Source: an optimization exercise on an open RTL-to-GDS flow (aim: small area, a short achievable clock period and few clock cycles per item). Production flows keep margins and buffers that such runs may drop. In this exercise RTL edits were held to simulation tests only and were not proved equivalent to the original.

==> flow/design.v (outline; a module is shown in full before it is edited, if it fits) <==
// module neurona_mac: 1741 lines
// module neurona_mac_selb: 18 lines
// module neurona_mac_fa: 10 lines
// module neurona_mac_c42: 17 lines
// module neurona_mac_c32: 16 lines
// module neurona_mac_ha: 9 lines
module neurona_mac #(
    parameter int Signo     = 1,
    parameter int Magnitud  = 7,
    parameter int Precision = 24,
    parameter int Width     = Signo + Magnitud + Precision,
    parameter int NEntradas = 4
) (
    input  logic             CLK,
    input  logic             RST,
    input  logic             Inicio,
    input  logic [Width-1:0] Sesgo,
    input  logic             EntradaValida,
    input  logic [Width-1:0] Entrada,
    input  logic [Width-1:0] Peso,
    output logic             Ocupado,
    output logic             Listo,
    output logic [Width-1:0] Salida,
    output logic             Error
);
  // ...
==> flow/flow/run.sh <==
#!/bin/bash
set -euo pipefail
MARGIN=$(cat flow/margin.txt)
bash standard.sh SETUP_SLACK_MARGIN=$MARGIN \
  "BUFFER_PORTS_ARGS=-buffer_cell sky130_fd_sc_hd__buf_4" \
  finish > orfs_make.log 2>&1
==> flow/flow/margin.txt <==
9.7
==> flow/standard.sh <==
#!/bin/bash
# synth_recipe.tcl (not shown) runs the flow's synth.tcl, then flattens the netlist and writes it again
# the make line also repeats each setting of config.mk as NAME=value (left out here)
make -C /OpenROAD-flow-scripts/flow DESIGN_CONFIG=/design/flow/config.mk WORK_HOME=/design/flow/orfs CLKGATE_MAP_FILE= SYNTH_SCRIPT=/design/flow/synth_recipe.tcl "${@:-finish}"
==> flow/config.mk <==
export PLATFORM = sky130hd
export DESIGN_NAME = neurona_mac
export DESIGN_NICKNAME = neurona_mac
export VERILOG_FILES = /design/flow/design.v
export SDC_FILE = /design/flow/constraint.sdc
export NUM_CORES = 4
export LEC_CHECK = 0
export CAP_MARGIN = 20
export CORE_MARGIN = 2
export CORE_UTILIZATION = 40
export SLEW_MARGIN = 20
export SYNTH_HIERARCHICAL = 1
export TNS_END_PERCENT = 0
==> flow/constraint.sdc <==
create_clock -name core_clock -period 13.5 [get_ports {CLK}]
set_input_delay 2.7000 -clock core_clock [delete_from_list [all_inputs] [get_ports {CLK}]]
set_output_delay 2.7000 -clock core_clock [all_outputs]
set_load 0.01 [all_outputs]
==> out/summary.txt, run 1 <==
met1 usage: 0.353
Synth Flop Type: dfxtp_1
met1 WL: 47300 µm
status: no timing/DRC/antenna violations
fin crit period: 4.22 ns
drt pass-1 iters: 9
Nets: 4085
synthesized area: 0.0337 mm²
Final ANT Viol Nets: 0
R2R Setup Slk: 9.28 ns
slowest CP cell: dfxtp_2
max_cap viols: 0
CP Launch Type: flip-flop
Site Rows: 106
CP Capture Point: r2_q[22]$_DFF_P_
hold path endpoint: l2_q$_DFF_PP0_
most flop-heavy register: r1_q
largest registers: r1_q (52), r0_q (51), acc_q (35)
# resized after CTS: 97
CP peak stage delay: 1.05 ns
Mapped Cells: 3331
Die W: 294 µm
FMAX: 0.237 GHz
Testbench counts, summed over its fixed seeds: cycles 3,584, items 512.
==> run 2: changes to the inputs <==
--- a/flow/design.v
+++ b/flow/design.v
@@ -44,16 +44,17 @@
             else if (toma) cuenta_q <= cuenta_q + 3'd1;
             v1_q <= toma;
             l1_q <= toma && (cuenta_q == 3'(NEntradas - 1));
             v2_q <= v1_q;
             l2_q <= l1_q;
         end
     end
     localparam bit GATE = 1;
+    localparam bit GATE_NEG = 0;   
     logic [31:0] e1_q;
     logic        sg1_q;
     logic [15:0] one1_q, two1_q, neg1_q;
     logic [32:0] wx;
     logic [15:0] one_d, two_d;
     assign wx = {Peso, 1'b0};
     always_comb begin
         for (int i = 0; i < 16; i++) begin
@@ -67,22 +68,22 @@
         one1_q <= one_d & {16{toma}};
         two1_q <= two_d & {16{toma}};
         for (int i = 0; i < 16; i++) neg1_q[i] <= Peso[2*i+1];
     end
     logic [15:0] onen1_q, twon1_q, negn1_q;
     always_ff @(posedge CLK) begin
         onen1_q <= ~(one_d & {16{toma | !GATE}});
         twon1_q <= ~(two_d & {16{toma | !GATE}});
-        for (int i = 0; i < 16; i++) negn1_q[i] <= ~(Peso[2*i+1] & (toma | !GATE));
+        for (int i = 0; i < 16; i++) negn1_q[i] <= ~(Peso[2*i+1] & (toma | !GATE_NEG));
     end
     logic [33:0] ex, ey;
     assign ex = {e1_q[31], e1_q, 1'b0};
     assign ey = ex;
-    localparam int SPLIT = 99;
+    localparam int SPLIT = 17;
     logic [32:0] pp [16];
     always_comb begin
         for (int i = 0; i < 16; i++)
             for (int j = 0; j < 33; j++)
                 if (i < 8)
                     pp[i][j] = ((one1_q[i] & ex[j+1]) | (two1_q[i] & ex[j])) ^ neg1_q[i];
                 else if (j < SPLIT)
                     pp[i][j] = ((one1_q[i] & ey[j+1]) | (two1_q[i] & ey[j])) ^ neg1_q[i];
==> run 2 against run 1 <==
  * Worst setup slack worse by 0.12 ns
  * Sequential share of layout area up 1.3 points
  * Register-to-register slack worse by 0.12 ns
  * Flip-flop and latch count up 24
  * Still clean on timing, DRC and antenna
==> out/summary.txt, run 2 <==
Clock Sinks: 317
area grow syn2layout: 11.4%
main combinational cell family by area after synthesis: adder cells
post-route design area: 0.0378 mm²
CTS tree: built
clk buf depth: 3
hold buffer count at cts: 0
EDFF count, synth: 0
die height: 295 µm
Mapped Cells: 3325 (-0.18%)
flops & latches, synth: 317
count leader, synth: xnor2_1
total core area: 0.0838 mm²
largest registers: r1_q (52), r0_q (51), acc_q (35)
initial antenna violation count: 1
CP Launch Type: flip-flop
FMAX: 0.230 GHz (-2.8%)
unrepaired setup endpoints after global routing: yes
drt initial violations: 2882
Slew headroom: 0.213
post-synthesis compound-gate area fraction: 0.175
Post-Synth Simple-Gate Area: 0.0723
worst setup margin: 9.16 ns
highest-count cells in the layout ignoring fill and taps: xnor2_1 (563), fa_1 (469), a22oi_1 (375)
Critical Path AT: 4.80 ns
first-pass GRT wire length: 165000 µm
HPWL Detailed: 73000 µm
synthesized area: 0.0340 mm² (+0.88%)
largest net degree at the start of global routing: 76
Synth top cells by count: xnor2_1 (564), fa_1 (470), a22oi_1 (375)
largest cells by area after synthesis: fa_1 (28%), dfxtp_1 (16%), xnor2_1 (15%), a22oi_1 (8.3%), ha_1 (6.6%)
IO Pins: 135
RD Place Congestion: 0.880
clock root cell: clkbuf_16
Global Route met2 Usage: 0.358
initial core utilization: 0.405
proportion of synthesized area in mux cells: 0.0131
Tot GR Track Use: 0.244
Nets: 4043 (-1.0%)
Worst setup EP type: flip-flop
TNS Setup: 0 ns
Final Core Density: 0.451
layer with the highest usage: met2
met3 Use GR: 0.0613
status: no timing/DRC/antenna violations
area leader, netlist: fa_1
async set or reset register ratio after synthesis: 0.139
Tightest Hold Check Type: reg -> reg
final hold violation count: 0
final hold slack: 0.353 ns
vias: 26400
max reg flops: 52
share of the synthesized area in the top cell type: 0.277
Worst EP required: 13.95 ns
non-filler cells, final: 4455
# DRC: 0
Final ANT Viol Nets: 0 (unchanged)
Yosys warning total: 9
pre-CTS setup slack: 8.20 ns
synth unique cells: 77
placed instance area: 0.0358 mm²
Post-Synth Adder-Cell Area: 0.343
Synth Flop Type: dfxtp_1
fin crit period: 4.34 ns (+0.121 ns)
CTS buffer count: 39
Site Rows: 106 (unchanged)
antenna cells: 0
met1 usage: 0.350 (-0.00295)
grt ovf: 0
Post-Place Cells: 4363
WL final: 109000 µm
post-route clock period utilization: 0.322
post-DR vias/cell: 5.93
Final Max Slew Viols: 0
Slew @ Worst Pin: 1.18 ns
WL/cell: 24.4 µm
most common cell after layout, fill and taps aside: xnor2_1
H-tree levels: 2
Die W: 295 µm (+0.44%)
worst-path maximum fanout: 10
Clock Skew: 0.0152 ns
critical path class: reg -> reg
Reg clk slew, reported paths: 0.06 ns
endpoints failing setup: 0
Die ar.: 0.0872 mm²
max_cap viols: 0 (unchanged)
drt pass-1 iters: 6 (-3)
most flop-heavy register: r1_q
Synth Area in XOR/XNOR: 0.159
number of global-route vias before repair: 26300
Port Buffer Count: 134
layout cell share with drive strength beyond 1: 0.130
clock latency (worst-skew pair): 0.57 ns
register area share after synthesis: 0.193
synthesized area per cell: 10.2 µm²
run 2: changes by cell type after synthesis, moves of 11 or more:
cell	before	now
and2_1	10	21
nand3_1	30	18
dfxtp_1	249	273
inv_1	26	64
o31ai_1	5	22
buf_1	46	26
clkbuf_1	247	267
xor2_1	42	53
a22oi_1	495	375
nor2_1	137	119
a21o_1	21	35
o21ai_0	77	29
o22ai_1	0	122
a21oi_1	172	144
run 2: cells by family after synthesis:
family	after synthesis
muxes	39
other	1
xor gates and xnor gates	617
adders and majority gates	650
buffers and inverters	371
and+or+nand+nor	476
DFF	317
AOI/OAI and AO/OA	854
run 2: cell type report:
cell class	count	area [µm²]
Fill cell	8032	46000
Multi-Input combinational cell	2654	26500
Sequential cell	317	6610
Timing Repair Buffer	214	1780
Tap cell	1134	1420
Clock buffer	50	1120
Inverter	67	262
Clock inverter	19	155
run 2: per-module statistics from Yosys, one instance, submodules excluded:
module | cells inside | cell area [µm²] | flops+latches | times used
neurona_mac | 2490 | 21600 | 317 | 1
neurona_mac_fa | 1 | 20.0 | 0 | 467
neurona_mac_ha | 1 | 12.5 | 0 | 80
neurona_mac_selb | 9 | 63.8 | 0 | 32
run 2: worst paths after layout:
kind,start,endpoint,slack (ns),cells after the start
max,r2_q[18]$_DFF_P_,salida_q[1]$_DFF_PP0_,9.16,16
max in group asynchronous,RST,v2_q$_DFF_PP0_,10.69,3
min reg2reg,sg1_q$_DFF_P_,sg2_q$_DFF_P_,0.35,0
min in group asynchronous,RST,salida_q[17]$_DFF_PP0_,2.34,3
max reg2reg,r2_q[18]$_DFF_P_,salida_q[1]$_DFF_PP0_,9.16,16
min,sg1_q$_DFF_P_,sg2_q$_DFF_P_,0.35,0
run 2: metal layers:
metal / share of wire / wire (µm) / vias to the layer above
met3: 0.11 / 12000 / 232
met2: 0.43 / 46600 / 1514
li1: - / - / 11500
met1: 0.43 / 46200 / 13100
met4: 0.035 / 3750 / 2
met5: 0.00012 / 13 / -
run 2: worst max-delay path, stage by stage (launching register included):
cell and delay (ns):
dfxtp_2 0.32, fa_2 0.59, fa_1 0.46, ha_4 0.28
a21oi_4 0.17, a21oi_2 0.08, a211o_1 0.32, a311o_1 0.37
o21ai_4 0.22, o21ai_4 0.10, a31oi_4 0.19, clkinvlp_4 0.14
buf_12 0.16, clkbuf_16 0.18, mux2_1 0.33, o32ai_2 0.22
a21oi_1 0.07
run 2: what timing repair did:
action                                  in CTS  in global routing
gates cloned                                 2                  6
endpoints found under the setup margin     216                230
setup buffers                                5                 10
resized for setup                           25                 65
pin swaps                                    3                 17
Testbench counts of run 2, summed over its fixed seeds: cycles 3,584, items 512.

-- afterwards: timing with drivers on the ports --
In the flow no input, the clock included, has a driving cell. The finished layouts below were timed again as built, in two steps. Step 1 sets driving cells, clkbuf_16 on the clock port and buf_2 on the other inputs (assumed; they add their load-dependent delay and slew). Step 2 also shifts input and output timing later by t, the mid clock arrival at the registers, as if the neighbouring blocks saw the same clock. Three values: ideal ports, drivers, drivers and shift; two values: the first two.
| run | t, ns | setup WS [ns] | hold slack, ns | worst setup path at the end | pins driven straight from the clock port |
|---|---|---|---|---|---|
| run 1 | 0.640 | 9.280 / 9.280 / 9.280 | 0.348 / 0.348 / 0.348 | register to register | 1 |
| run 2 | 0.634 | 9.159 / 9.159 / 8.843 | 0.353 / 0.353 / 0.353 | input to register | 1 |
After both steps setup and hold are still met in every run listed. For run 2, which loses most, drivers alone change the setup slack by 0.000 ns; drivers and shift together by -0.316 ns.
